Source: an optimization exercise on an open RTL-to-GDS flow (aim: small area, a short achievable clock period and few clock cycles). Production flows keep margins and buffers that such runs may drop. Function was checked by simulation only, so behaviour that the tests miss may differ from the original. Power is estimated from default activity; no workload was simulated.

### config.mk
export PLATFORM = sky130hd
export DESIGN_NAME = riscv_core
export DESIGN_NICKNAME = riscv_core
export VERILOG_FILES = /design/flow/design.v
export SDC_FILE = /design/flow/constraint.sdc
export NUM_CORES = 4
export LEC_CHECK = 0
export CAP_MARGIN = 20
export CORE_MARGIN = 2
export CORE_UTILIZATION = 40
export SLEW_MARGIN = 20
### constraint.sdc
create_clock -name core_clock -period 10.0 [get_ports {clk}]
set_input_delay 2.0000 -clock core_clock [delete_from_list [all_inputs] [get_ports {clk}]]
set_output_delay 2.0000 -clock core_clock [all_outputs]
set_load 0.01 [all_outputs]
### run.sh
#!/bin/bash
# synth_recipe.tcl (not shown) runs the flow's synth.tcl, then flattens the netlist and writes it again
# the make line also repeats each setting of config.mk as NAME=value (left out here)
make -C /OpenROAD-flow-scripts/flow DESIGN_CONFIG=/design/flow/config.mk WORK_HOME=/design/flow/orfs CLKGATE_MAP_FILE= SYNTH_SCRIPT=/design/flow/synth_recipe.tcl finish
### design.v
package core_pkg;
    localparam int XLEN       = 32;
    localparam int REG_ADDR_W = 5;
    typedef enum logic [6:0] {
        OP_LUI    = 7'b0110111,
        OP_AUIPC  = 7'b0010111,
        OP_JAL    = 7'b1101111,
        OP_JALR   = 7'b1100111,
        OP_BRANCH = 7'b1100011,
        OP_LOAD   = 7'b0000011,
        OP_STORE  = 7'b0100011,
        OP_IMM    = 7'b0010011,
        OP_REG    = 7'b0110011
    } opcode_e;
    typedef enum logic [3:0] {
        ALU_ADD, ALU_SUB, ALU_SLT, ALU_SLTU, ALU_XOR, ALU_OR,
        ALU_AND, ALU_SLL, ALU_SRL, ALU_SRA, ALU_PASS_B
    } alu_op_e;
    typedef enum logic [1:0] {SRC_RS1, SRC_PC, SRC_ZERO} src_a_e;
    typedef enum logic [1:0] {WB_NONE, WB_ALU, WB_LOAD, WB_PC4} wb_sel_e;
    typedef enum logic [2:0] {BR_NONE, BR_BEQ, BR_BNE, BR_JAL, BR_JALR} branch_e;
    typedef enum logic [1:0] {MEM_BYTE, MEM_HALF, MEM_WORD} mem_size_e;
    typedef union packed {
        struct packed {
            logic [6:0] funct7;
            logic [4:0] rs2;
            logic [4:0] rs1;
            logic [2:0] funct3;
            logic [4:0] rd;
            logic [6:0] opcode;
        } r;
        struct packed {
            logic [11:0] imm;
            logic [4:0]  rs1;
            logic [2:0]  funct3;
            logic [4:0]  rd;
            logic [6:0]  opcode;
        } i;
        struct packed {
            logic [6:0] imm_hi;
            logic [4:0] rs2;
            logic [4:0] rs1;
            logic [2:0] funct3;
            logic [4:0] imm_lo;
            logic [6:0] opcode;
        } s;
        struct packed {
            logic       imm12;
            logic [5:0] imm10_5;
            logic [4:0] rs2;
            logic [4:0] rs1;
            logic [2:0] funct3;
            logic [3:0] imm4_1;
            logic       imm11;
            logic [6:0] opcode;
        } b;
        struct packed {
            logic [19:0] imm;
            logic [4:0]  rd;
            logic [6:0]  opcode;
        } u;
        struct packed {
            logic       imm20;
            logic [9:0] imm10_1;
            logic       imm11;
            logic [7:0] imm19_12;
            logic [4:0] rd;
            logic [6:0] opcode;
        } j;
    } instr_u;
endpackage
import core_pkg::*;
module alu (
    input  core_pkg::alu_op_e         op,
    input  logic [core_pkg::XLEN-1:0] a,
    input  logic [core_pkg::XLEN-1:0] b,
    output logic [core_pkg::XLEN-1:0] result,
    output logic                      eq
);
    logic [4:0] shamt;
    assign shamt = b[4:0];
    assign eq    = (a == b);
    always_comb begin
        case (op)
            ALU_ADD:  result = a + b;
            ALU_SUB:  result = a - b;
            ALU_SLT:  result = {{(XLEN-1){1'b0}}, $signed(a) < $signed(b)};
            ALU_SLTU: result = {{(XLEN-1){1'b0}}, a < b};
            ALU_XOR:  result = a ^ b;
            ALU_OR:   result = a | b;
            ALU_AND:  result = a & b;
            ALU_SLL:  result = a << shamt;
            ALU_SRL:  result = a >> shamt;
            ALU_SRA:  result = $signed(a) >>> shamt;
            default:  result = b;
        endcase
    end
endmodule
import core_pkg::*;
module reg_file (
    input  logic                            clk,
    input  logic                            rst,
    input  logic [core_pkg::REG_ADDR_W-1:0] rs1,
    input  logic [core_pkg::REG_ADDR_W-1:0] rs2,
    input  logic [core_pkg::REG_ADDR_W-1:0] rd,
    input  logic                            we,
    input  logic [core_pkg::XLEN-1:0]       wdata,
    output logic [core_pkg::XLEN-1:0]       rs1_data,
    output logic [core_pkg::XLEN-1:0]       rs2_data
);
    logic [XLEN-1:0] regs [1:31];
    always_ff @(posedge clk) begin
        if (!rst) begin
            for (int i = 1; i < 32; i++) begin
                regs[i] <= '0;
            end
        end else if (we && rd != '0) begin
            regs[rd] <= wdata;
        end
    end
    assign rs1_data = (rs1 == '0) ? '0 : regs[rs1];
    assign rs2_data = (rs2 == '0) ? '0 : regs[rs2];
endmodule
import core_pkg::*;
module decoder (
    input  core_pkg::instr_u                instr,
    output logic [core_pkg::REG_ADDR_W-1:0] rs1,
    output logic [core_pkg::REG_ADDR_W-1:0] rs2,
    output logic [core_pkg::REG_ADDR_W-1:0] rd,
    output core_pkg::alu_op_e               alu_op,
    output core_pkg::src_a_e                src_a,
    output logic                            use_imm,
    output core_pkg::branch_e               branch,
    output core_pkg::wb_sel_e               wb_sel,
    output logic                            mem_read,
    output logic                            mem_write_op,
    output core_pkg::mem_size_e             mem_size_op,
    output logic [core_pkg::XLEN-1:0]       imm
);
    logic [XLEN-1:0] i_imm, s_imm, b_imm, u_imm, j_imm;
    logic [2:0]      funct3;
    logic            alt;
    core_pkg::alu_op_e arith_op;
    logic            sub_sra;
    assign sub_sra = alt && (instr.r.opcode == OP_REG || funct3 == 3'b101);
    always_comb begin
        case (funct3)
            3'b000:  arith_op = sub_sra ? ALU_SUB : ALU_ADD;
            3'b001:  arith_op = ALU_SLL;
            3'b010:  arith_op = ALU_SLT;
            3'b011:  arith_op = ALU_SLTU;
            3'b100:  arith_op = ALU_XOR;
            3'b101:  arith_op = sub_sra ? ALU_SRA : ALU_SRL;
            3'b110:  arith_op = ALU_OR;
            default: arith_op = ALU_AND;
        endcase
    end
    assign rs1    = instr.r.rs1;
    assign rs2    = instr.r.rs2;
    assign rd     = instr.r.rd;
    assign funct3 = instr.r.funct3;
    assign alt    = instr.r.funct7[5];
    assign i_imm = {{20{instr.i.imm[11]}}, instr.i.imm};
    assign s_imm = {{20{instr.s.imm_hi[6]}}, instr.s.imm_hi, instr.s.imm_lo};
    assign b_imm = {{20{instr.b.imm12}}, instr.b.imm11, instr.b.imm10_5,
                    instr.b.imm4_1, 1'b0};
    assign u_imm = {instr.u.imm, 12'b0};
    assign j_imm = {{12{instr.j.imm20}}, instr.j.imm19_12, instr.j.imm11,
                    instr.j.imm10_1, 1'b0};
    always_comb begin
        alu_op       = ALU_PASS_B;
        src_a        = SRC_RS1;
        use_imm      = 1'b1;
        branch       = BR_NONE;
        wb_sel       = WB_NONE;
        mem_read     = 1'b0;
        mem_write_op = 1'b0;
        mem_size_op  = MEM_WORD;
        imm          = i_imm;
        case (instr.r.opcode)
            OP_LUI, OP_AUIPC: begin
                src_a  = (instr.r.opcode == OP_LUI) ? SRC_ZERO : SRC_PC;
                alu_op = ALU_ADD;
                imm    = u_imm;
                wb_sel = WB_ALU;
            end
            OP_JAL: begin
                imm    = j_imm;
                branch = BR_JAL;
                wb_sel = WB_PC4;
            end
            OP_JALR: begin
                alu_op = ALU_ADD;
                branch = BR_JALR;
                wb_sel = WB_PC4;
            end
            OP_BRANCH: begin
                use_imm = 1'b0;
                imm     = b_imm;
                if (funct3 == 3'b000) begin
                    branch = BR_BEQ;
                end else if (funct3 == 3'b001) begin
                    branch = BR_BNE;
                end
            end
            OP_LOAD, OP_STORE: begin
                if (funct3 <= 3'b010) begin
                    alu_op      = ALU_ADD;
                    case (funct3[1:0])
                        2'b00:   mem_size_op = MEM_BYTE;
                        2'b01:   mem_size_op = MEM_HALF;
                        default: mem_size_op = MEM_WORD;
                    endcase
                    if (instr.r.opcode == OP_LOAD) begin
                        mem_read = 1'b1;
                        wb_sel   = WB_LOAD;
                    end else begin
                        mem_write_op = 1'b1;
                        imm          = s_imm;
                    end
                end
            end
            OP_IMM: begin
                alu_op = arith_op;
                wb_sel = WB_ALU;
            end
            OP_REG: begin
                use_imm = 1'b0;
                alu_op  = arith_op;
                wb_sel  = WB_ALU;
            end
            default: begin
            end
        endcase
    end
endmodule
import core_pkg::*;
module apb_mem_port #(
    parameter int ADDR_WIDTH = 20
) (
    input  logic                      clk,
    input  logic                      rst,
    input  logic                      mem_req,
    input  logic                      mem_write,
    input  logic [ADDR_WIDTH-1:0]     mem_addr,
    input  logic [core_pkg::XLEN-1:0] mem_wdata,
    input  core_pkg::mem_size_e       mem_size,
    output logic                      mem_done,
    output logic [core_pkg::XLEN-1:0] mem_rdata,
    output logic [ADDR_WIDTH-1:0]     paddr,
    output logic                      psel,
    output logic                      penable,
    output logic                      pwrite,
    output logic [core_pkg::XLEN-1:0] pwdata,
    output logic [3:0]                pstrb,
    input  logic [core_pkg::XLEN-1:0] prdata,
    input  logic                      pready
);
    localparam logic [1:0] ST_IDLE   = 2'd0;
    localparam logic [1:0] ST_SETUP  = 2'd1;
    localparam logic [1:0] ST_ACCESS = 2'd2;
    logic [1:0]      state;
    core_pkg::mem_size_e size_q;
    logic [1:0]      offset_q;
    logic [3:0]      strb_mask;
    logic [XLEN-1:0] rdata_shift, load_data;
    assign psel    = (state != ST_IDLE);
    assign penable = (state == ST_ACCESS);
    always_comb begin
        case (mem_size)
            MEM_BYTE: strb_mask = 4'b0001;
            MEM_HALF: strb_mask = 4'b0011;
            default:  strb_mask = 4'b1111;
        endcase
    end
    assign rdata_shift = prdata >> {offset_q, 3'b000};
    always_comb begin
        case (size_q)
            MEM_BYTE: load_data = {{24{rdata_shift[7]}}, rdata_shift[7:0]};
            MEM_HALF: load_data = {{16{rdata_shift[15]}}, rdata_shift[15:0]};
            default:  load_data = prdata;
        endcase
    end
    always_ff @(posedge clk) begin
        if (!rst) begin
            state    <= ST_IDLE;
            mem_done <= 1'b0;
        end else begin
            mem_done <= 1'b0;
            case (state)
                ST_IDLE: if (mem_req) state <= ST_SETUP;
                ST_SETUP: state <= ST_ACCESS;
                default: begin
                    if (pready) begin
                        state    <= ST_IDLE;
                        mem_done <= 1'b1;
                    end
                end
            endcase
        end
    end
    always_ff @(posedge clk) begin
        if (state == ST_IDLE && mem_req) begin
            paddr    <= {mem_addr[ADDR_WIDTH-1:2], 2'b00};
            pwrite   <= mem_write;
            pwdata   <= mem_wdata << {mem_addr[1:0], 3'b000};
            pstrb    <= mem_write ? strb_mask << mem_addr[1:0] : 4'b0000;
            size_q   <= mem_size;
            offset_q <= mem_addr[1:0];
        end
        if (state == ST_ACCESS && pready) begin
            mem_rdata <= load_data;
        end
    end
endmodule
import core_pkg::*;
module core_control #(
    parameter int                        ADDR_WIDTH = 20,
    parameter logic [core_pkg::XLEN-1:0] RESET_PC   = '0
) (
    input  logic                      clk,
    input  logic                      rst,
    output core_pkg::instr_u          instr,
    input  core_pkg::branch_e         branch,
    input  core_pkg::wb_sel_e         wb_sel,
    input  logic                      mem_read,
    input  logic                      mem_write_op,
    input  core_pkg::mem_size_e       mem_size_op,
    input  logic [core_pkg::XLEN-1:0] imm,
    input  logic [core_pkg::XLEN-1:0] rs2_data,
    input  logic [core_pkg::XLEN-1:0] alu_result,
    input  logic                      alu_eq,
    output logic [core_pkg::XLEN-1:0] pc,
    output logic                      rd_we,
    output logic [core_pkg::XLEN-1:0] rd_data,
    output logic                      mem_req,
    output logic                      mem_write,
    output logic [ADDR_WIDTH-1:0]     mem_addr,
    output logic [core_pkg::XLEN-1:0] mem_wdata,
    output core_pkg::mem_size_e       mem_size,
    input  logic                      mem_done,
    input  logic [core_pkg::XLEN-1:0] mem_rdata
);
    localparam logic [2:0] S_BOOT     = 3'd0;
    localparam logic [2:0] S_IF       = 3'd1;
    localparam logic [2:0] S_ID       = 3'd2;
    localparam logic [2:0] S_EX       = 3'd3;
    localparam logic [2:0] S_MEM      = 3'd4;
    localparam logic [2:0] S_MEM_WAIT = 3'd5;
    localparam logic [2:0] S_WB       = 3'd6;
    logic [2:0]      state;
    logic [XLEN-1:0] alu_q, load_q;
    logic            eq_q;
    logic            taken;
    logic [XLEN-1:0] pc_plus4, next_pc, fetch_addr;
    always_comb begin
        case (branch)
            BR_BEQ:  taken = eq_q;
            BR_BNE:  taken = !eq_q;
            BR_JAL:  taken = 1'b1;
            default: taken = 1'b0;
        endcase
    end
    assign pc_plus4   = pc + 4;
    assign next_pc    = (branch == BR_JALR) ? {alu_q[XLEN-1:1], 1'b0} :
                        taken ? pc + imm : pc_plus4;
    assign fetch_addr = (state == S_WB) ? next_pc : pc;
    always_comb begin
        case (wb_sel)
            WB_LOAD: rd_data = load_q;
            WB_PC4:  rd_data = pc_plus4;
            default: rd_data = alu_q;
        endcase
    end
    assign rd_we = (state == S_WB) && (wb_sel != WB_NONE);
    assign mem_req   = (state == S_BOOT) || (state == S_MEM) || (state == S_WB);
    assign mem_write = (state == S_MEM) && mem_write_op;
    assign mem_size  = (state == S_MEM) ? mem_size_op : MEM_WORD;
    assign mem_addr  = (state == S_MEM) ? alu_q[ADDR_WIDTH-1:0] : fetch_addr[ADDR_WIDTH-1:0];
    assign mem_wdata = rs2_data;
    always_ff @(posedge clk) begin
        if (!rst) begin
            state <= S_BOOT;
            pc    <= RESET_PC;
        end else begin
            case (state)
                S_BOOT: state <= S_IF;
                S_IF: if (mem_done) state <= S_ID;
                S_ID: state <= S_EX;
                S_EX: state <= (mem_read || mem_write_op) ? S_MEM : S_WB;
                S_MEM: state <= S_MEM_WAIT;
                S_MEM_WAIT: if (mem_done) state <= S_WB;
                default: begin
                    pc    <= next_pc;
                    state <= S_IF;
                end
            endcase
        end
    end
    always_ff @(posedge clk) begin
        if (state == S_IF && mem_done) begin
            instr <= mem_rdata;
        end
        if (state == S_EX) begin
            alu_q <= alu_result;
            eq_q  <= alu_eq;
        end
        if (state == S_MEM_WAIT && mem_done) begin
            load_q <= mem_rdata;
        end
    end
endmodule
import core_pkg::*;
module riscv_core #(
    parameter int                          ADDR_WIDTH = 20,
    parameter logic [core_pkg::XLEN-1:0]   RESET_PC   = '0
) (
    input  logic                      clk,
    input  logic                      rst,
    output logic [ADDR_WIDTH-1:0]     paddr,
    output logic                      psel,
    output logic                      penable,
    output logic                      pwrite,
    output logic [core_pkg::XLEN-1:0] pwdata,
    output logic [3:0]                pstrb,
    input  logic [core_pkg::XLEN-1:0] prdata,
    input  logic                      pready
);
    core_pkg::instr_u instr;
    logic [REG_ADDR_W-1:0] rs1, rs2, rd;
    core_pkg::alu_op_e alu_op;
    core_pkg::src_a_e src_a;
    logic                  use_imm;
    core_pkg::branch_e branch;
    core_pkg::wb_sel_e wb_sel;
    logic                  mem_read, mem_write_op;
    core_pkg::mem_size_e mem_size_op;
    logic [XLEN-1:0]       imm, pc;
    logic [XLEN-1:0]       rs1_data, rs2_data, rd_data;
    logic                  rd_we;
    logic [XLEN-1:0]       alu_a, alu_b, alu_result;
    logic                  alu_eq;
    logic                  mem_req, mem_write, mem_done;
    logic [ADDR_WIDTH-1:0] mem_addr;
    logic [XLEN-1:0]       mem_wdata, mem_rdata;
    core_pkg::mem_size_e mem_size;
    assign alu_a = (src_a == SRC_PC)   ? pc :
                   (src_a == SRC_ZERO) ? '0 : rs1_data;
    assign alu_b = use_imm ? imm : rs2_data;
    core_control #(.ADDR_WIDTH(ADDR_WIDTH), .RESET_PC(RESET_PC)) u_control (
        .clk(clk), .rst(rst), .instr(instr),
        .branch(branch), .wb_sel(wb_sel), .mem_read(mem_read),
        .mem_write_op(mem_write_op), .mem_size_op(mem_size_op), .imm(imm),
        .rs2_data(rs2_data), .alu_result(alu_result), .alu_eq(alu_eq),
        .pc(pc), .rd_we(rd_we), .rd_data(rd_data),
        .mem_req(mem_req), .mem_write(mem_write), .mem_addr(mem_addr),
        .mem_wdata(mem_wdata), .mem_size(mem_size),
        .mem_done(mem_done), .mem_rdata(mem_rdata)
    );
    decoder u_decoder (
        .instr(instr), .rs1(rs1), .rs2(rs2), .rd(rd),
        .alu_op(alu_op), .src_a(src_a), .use_imm(use_imm),
        .branch(branch), .wb_sel(wb_sel), .mem_read(mem_read),
        .mem_write_op(mem_write_op), .mem_size_op(mem_size_op), .imm(imm)
    );
    reg_file u_reg_file (
        .clk(clk), .rst(rst), .rs1(rs1), .rs2(rs2), .rd(rd),
        .we(rd_we), .wdata(rd_data),
        .rs1_data(rs1_data), .rs2_data(rs2_data)
    );
    alu u_alu (
        .op(alu_op), .a(alu_a), .b(alu_b), .result(alu_result), .eq(alu_eq)
    );
    apb_mem_port #(.ADDR_WIDTH(ADDR_WIDTH)) u_apb_port (
        .clk(clk), .rst(rst),
        .mem_req(mem_req), .mem_write(mem_write), .mem_addr(mem_addr),
        .mem_wdata(mem_wdata), .mem_size(mem_size),
        .mem_done(mem_done), .mem_rdata(mem_rdata),
        .paddr(paddr), .psel(psel), .penable(penable), .pwrite(pwrite),
        .pwdata(pwdata), .pstrb(pstrb), .prdata(prdata), .pready(pready)
    );
endmodule
==> run summary <==
The flow ran to the end and the layout has no timing, DRC or antenna violations. For this run, the total global-route usage over all layers was measured as 32.61%. The leakage dissipation came out at 0.03052 uW. The post-route DRC violation count came out at 0.

After detailed routing, the total wire length is 316000 microns. The clock slew at the register clock pins of the worst setup and hold paths came out at 0.06 ns. The path with the worst hold slack has its endpoint at u_control.instr[25]. The placeable core region is 185400 sq um. The signal on the critical path passes through buf_4, mux2i_1, a22oi_1, nand3_1, a31oi_4, nor2_8, inv_4, buf_4, ha_1, fa_1, nand2b_1, a221oi_1, o211ai_1, o31ai_1, o31ai_1, xnor2_1, a221oi_1, o21ai_0, a221oi_1, a21oi_1. The post-CTS setup-driven buffer insertion count is 0. The count of pins on the block boundary came out at 94. By area the synthesized netlist is led by sky130_fd_sc_hd__edfxtp_1, sky130_fd_sc_hd__mux4_2, sky130_fd_sc_hd__nor2_1, sky130_fd_sc_hd__mux2i_1, sky130_fd_sc_hd__ha_1. The met1 demand-to-capacity share in global routing is 41.99%.

The length of the first detailed-routing pass in iterations came out at 6. The startpoint identified for the worst hold timing path is u_apb_port.mem_rdata[25]. The dominant cell type by area after synthesis is sky130_fd_sc_hd__edfxtp_1.

The fraction of registers with async set or reset after synthesis is 0%. The number of rows created at floorplan is 158. Grouping stages by cell kind, the critical path spends the most delay in compound AO/OA/AOI/OAI gates.

The minimum period implied by the final worst setup slack is 7.707 ns. In the synthesized netlist, the number of instances is 6263. The global-route wire length before repair is 438000 microns. The critical path's most frequent cell is sky130_fd_sc_hd__a221oi_1. The filler cells instantiated in the layout total 16.89k. The worst-case clock buffer depth came out at 3. On the final layout, the worst clock skew is 0.06463 ns. At the worst endpoint, the arrival time is 8.20 ns.

Timing would allow up to 0.1298 GHz. The die outline height is 435.9 microns. Sequential elements use 50.07% of the synthesized area. The register-to-register path setup slack came out at 2.29 ns. For the pin with the worst max-slew slack, the measured transition is 1.338 ns. The total congestion overflow is 0.

The final critical path takes up 77.07% of the cycle. The launching element type of the critical path is a register. Setup repair after global routing left no endpoint under its margin. The layout cell share with drive strength beyond 1 came out at 20.30%. The hold violation count in the final report came to 0. The cell with the most instances after synthesis is sky130_fd_sc_hd__nor2_1.

The top-area cell type share of the netlist area came out at 48.78%. Entering global routing, the biggest net connects 101 pins. The critical path start-end classification is reg2reg. The distinct cell type count of the synthesized netlist is 96. The largest voltage drop on the vdd net came out at 0.1347 mV.

After synthesis, the most frequently instantiated cells are sky130_fd_sc_hd__nor2_1, sky130_fd_sc_hd__edfxtp_1, sky130_fd_sc_hd__mux4_2. The cell area after synthesis came out at 74610 sq um. The number of clock sinks came out at 1260. The met3 track demand over resource came out at 8.199%. The die outline width is 435.9 microns. The effective utilization at floorplan came out at 40.23%. A synthesized cell averages 11.91 sq um. Counting the buffers created by CTS gives 141. The number of nets in the finished design is 6371. Once detailed placement completed, the half-perimeter wirelength came to 211300 microns. The number of antenna violations at the first check in global routing came out at 13.

The buffering stage count on the worst path with inverters included came out at 3. The power density over the cells came out at 147.3 nW/um^2. The accumulated negative setup slack is 0 ns. The max-slew violation count came to 0. The worst-path maximum fanout is 47. The total vias in the final route came out at 58.28k.

The headroom to the max-slew limit is 10.17%. The register bit count reported by yosys is 1260. The worst slack at placement is 2.572 ns. Max-cap violations in this run came to 0. The worst path meets setup with 2.293 ns of slack.

The endpoint identified for the worst register-to-register timing path is u_control.alu_q[16]. During synthesis, Yosys emitted a total of 5 warnings. The tightest min-delay check is of the reg2reg type.

The worst hold path depth came out at 0. The last weighted congestion value of the routability-driven placer is 1.044. The tree is rooted in a sky130_fd_sc_hd__clkbuf_16. For this run, the slowest stage of the critical path takes 0.74 ns. The first routing iteration left 9080 violations. The die covers 190000 sq um. The H-tree depth is 4.

The layer flagged by global routing as most heavily used is met2. In the global route stage, met2 resource usage came out at 49.16%. The number of gates resized after CTS is 0. Port buffering added 91 buffers.

The final number of setup-violating endpoints came out at 0. The cell depth of the worst flop-to-flop path came out at 20. The number of global-route vias before repair came out at 55.92k. The required time at the endpoint of the critical path came out at 10.50 ns.

The final antenna-violating net count is 0. TritonCTS built the clock tree. Hold repair after CTS inserted 0 buffers. The relative area change from synthesis to final layout is 12.38%. Among all flip-flop cells after synthesis, the most frequent one is sky130_fd_sc_hd__edfxtp_1. The nature of the critical path endpoint is a register. The number of flops mapped to enable cells by yosys came out at 1212. The average vias per placed instance is 6.620.

The clock insertion delay at the later pin of the skew report is 0.83 ns. The largest individual stage delay along the critical path comes from the cell sky130_fd_sc_hd__dfxtp_4. In the final routed layout, each cell accounts on average for 35.90 microns.
-- layout make-up --
cell class / instances / area (sq um) / area share [%]
clock inverters: 78 / 884.6 / 1.055
multi-input cells: 4320 / 35330 / 42.13
inverters: 149 / 561.8 / 0.6701
diodes: 9 / 22.52 / 0.02686
well taps: 2480 / 3103 / 3.701
repair buffers: 332 / 2868 / 3.421
clock buffers: 175 / 3687 / 4.398
flip-flops and latches: 1260 / 37390 / 44.59
-- stage by stage --
stage               hold WS [ns]  cells  area, sq um  util (%)  power [uW]
finish                    0.4440   8803        83840     45.21       12350
global placement          0.4328   8539        79190     42.71        7143
CTS                       0.4480   8793        83780     45.18       12370
global route              0.4608   8796        83820     45.20       12630
floorplan                 0.4215   6296        74730         -        6694
detailed placement        0.4352   8540        79200     42.71        7157
-- layer usage --
metal / vias to the layer above / wire, microns
li1: 23623 / -
met1: 29594 / 114500
met2: 4182 / 140800
met3: 873 / 37090
met4: 8 / 23610
met5: - / 55
-- sequential cells by signal (all words and copies together), names as in the netlist, named ones only --
register / cells
u_reg_file.regs: 1024
u_apb_port.mem_rdata: 32
u_apb_port.pwdata: 32
u_control.alu_q: 32
u_control.instr: 32
u_control.load_q: 32
u_control.pc: 32
u_apb_port.paddr: 18
u_apb_port.pstrb: 4
u_control.state: 3
u_apb_port.offset_q: 2
u_apb_port.size_q: 2
u_apb_port.state: 2
u_apb_port.mem_done: 1
u_apb_port.pwrite: 1
u_control.eq_q: 1
-- kinds of logic (layout without fill, tap and decap cells) --
logic type	Yosys count	count (layout)	synth area share, %
buffers and inverters	716	734	3.874
multiplexers	868	868	21.27
AND/OR/NAND/NOR	2165	2165	12.12
adder cells (fa/ha/maj)	133	133	2.257
AO/OA/AOI/OAI	1055	1055	9.645
flip-flops	1260	1260	50.07
XOR/XNOR	65	65	0.7631
other	1	43	0.005026
-- how the worst max path moves through the flow --
stage	startpoint	end	slack, ns	cells past startpoint
floorplan	register	u_control.alu_q[31]	4.16	23
global placement	register	u_control.alu_q[16]	2.51	19
detailed placement	register	u_control.alu_q[16]	2.57	16
CTS	register	u_control.alu_q[16]	2.52	16
global route	register	u_control.alu_q[16]	2.01	20
finish	register	u_control.alu_q[16]	2.29	20
-- cells in the final DEF, fill, tap and decap left out, drive strengths merged, types with 89 or more instances in the layout --
master	instances
nand2	431
clkbuf	175
edfxtp	1212
inv	153
buf	242
o21ai	197
a21oi	215
mux4	563
a211oi	89
mux2i	205
mux2	100
clkdlybuf4s50	90
nor2	1351
ha	129
-- worst register-to-register path, cell delays in order (launching register included) --
cell                       delay, ns
sky130_fd_sc_hd__dfxtp_4        0.74
sky130_fd_sc_hd__buf_4          0.72
sky130_fd_sc_hd__mux2i_1        0.21
sky130_fd_sc_hd__a22oi_1        0.21
sky130_fd_sc_hd__nand3_1        0.19
sky130_fd_sc_hd__a31oi_4        0.34
sky130_fd_sc_hd__nor2_8         0.21
sky130_fd_sc_hd__inv_4          0.25
sky130_fd_sc_hd__buf_4          0.55
sky130_fd_sc_hd__ha_1           0.39
sky130_fd_sc_hd__fa_1           0.27
sky130_fd_sc_hd__nand2b_1       0.09
sky130_fd_sc_hd__a221oi_1       0.62
sky130_fd_sc_hd__o211ai_1       0.29
sky130_fd_sc_hd__o31ai_1        0.60
sky130_fd_sc_hd__o31ai_1        0.22
sky130_fd_sc_hd__xnor2_1        0.17
sky130_fd_sc_hd__a221oi_1       0.62
sky130_fd_sc_hd__o21ai_0        0.18
sky130_fd_sc_hd__a221oi_1       0.43
sky130_fd_sc_hd__a21oi_1        0.08
-- report_power, final --
group | leakage, uW | switching (uW) | internal (uW)
logic | 0.0156 | 642 | 384
registers | 0.0127 | 110 | 5950
clock network | 0.00223 | 2250 | 3020
total | 0.0305 | 3000 | 9350
Testbench counts, summed over its fixed seeds: cycles 245,775.

## afterwards: timing with drivers on the ports
How much do the figures lean on ideal ports? The routed layout below was timed once more, with nothing changed but the port constraints.
Step 1 sets driving cells, clkbuf_16 on the clock port and buf_2 on the other inputs (assumed; they add their load-dependent delay and slew).
Step 2 adds t to the input delays and takes it off the output delays; t is the mean of the earliest and latest rising clock arrival at the registers after step 1. Input paths then give back, and output paths get back, about the clock's delay inside the block.
Slacks: ideal ports / drivers / drivers and shift; pairs: ideal ports / drivers.
t (ns): 0.879
setup WS [ns]: 2.293 / 2.293 / 2.293
hold slack, ns: 0.444 / 0.444 / 0.444
worst register clock-pin slew, ns: 0.07 / 0.07
cell pins on the clock port's net: 1
After both steps this run still meets setup and hold. The setup slack of this run moves by 0.000 ns with the drivers and by 0.000 ns with both steps.
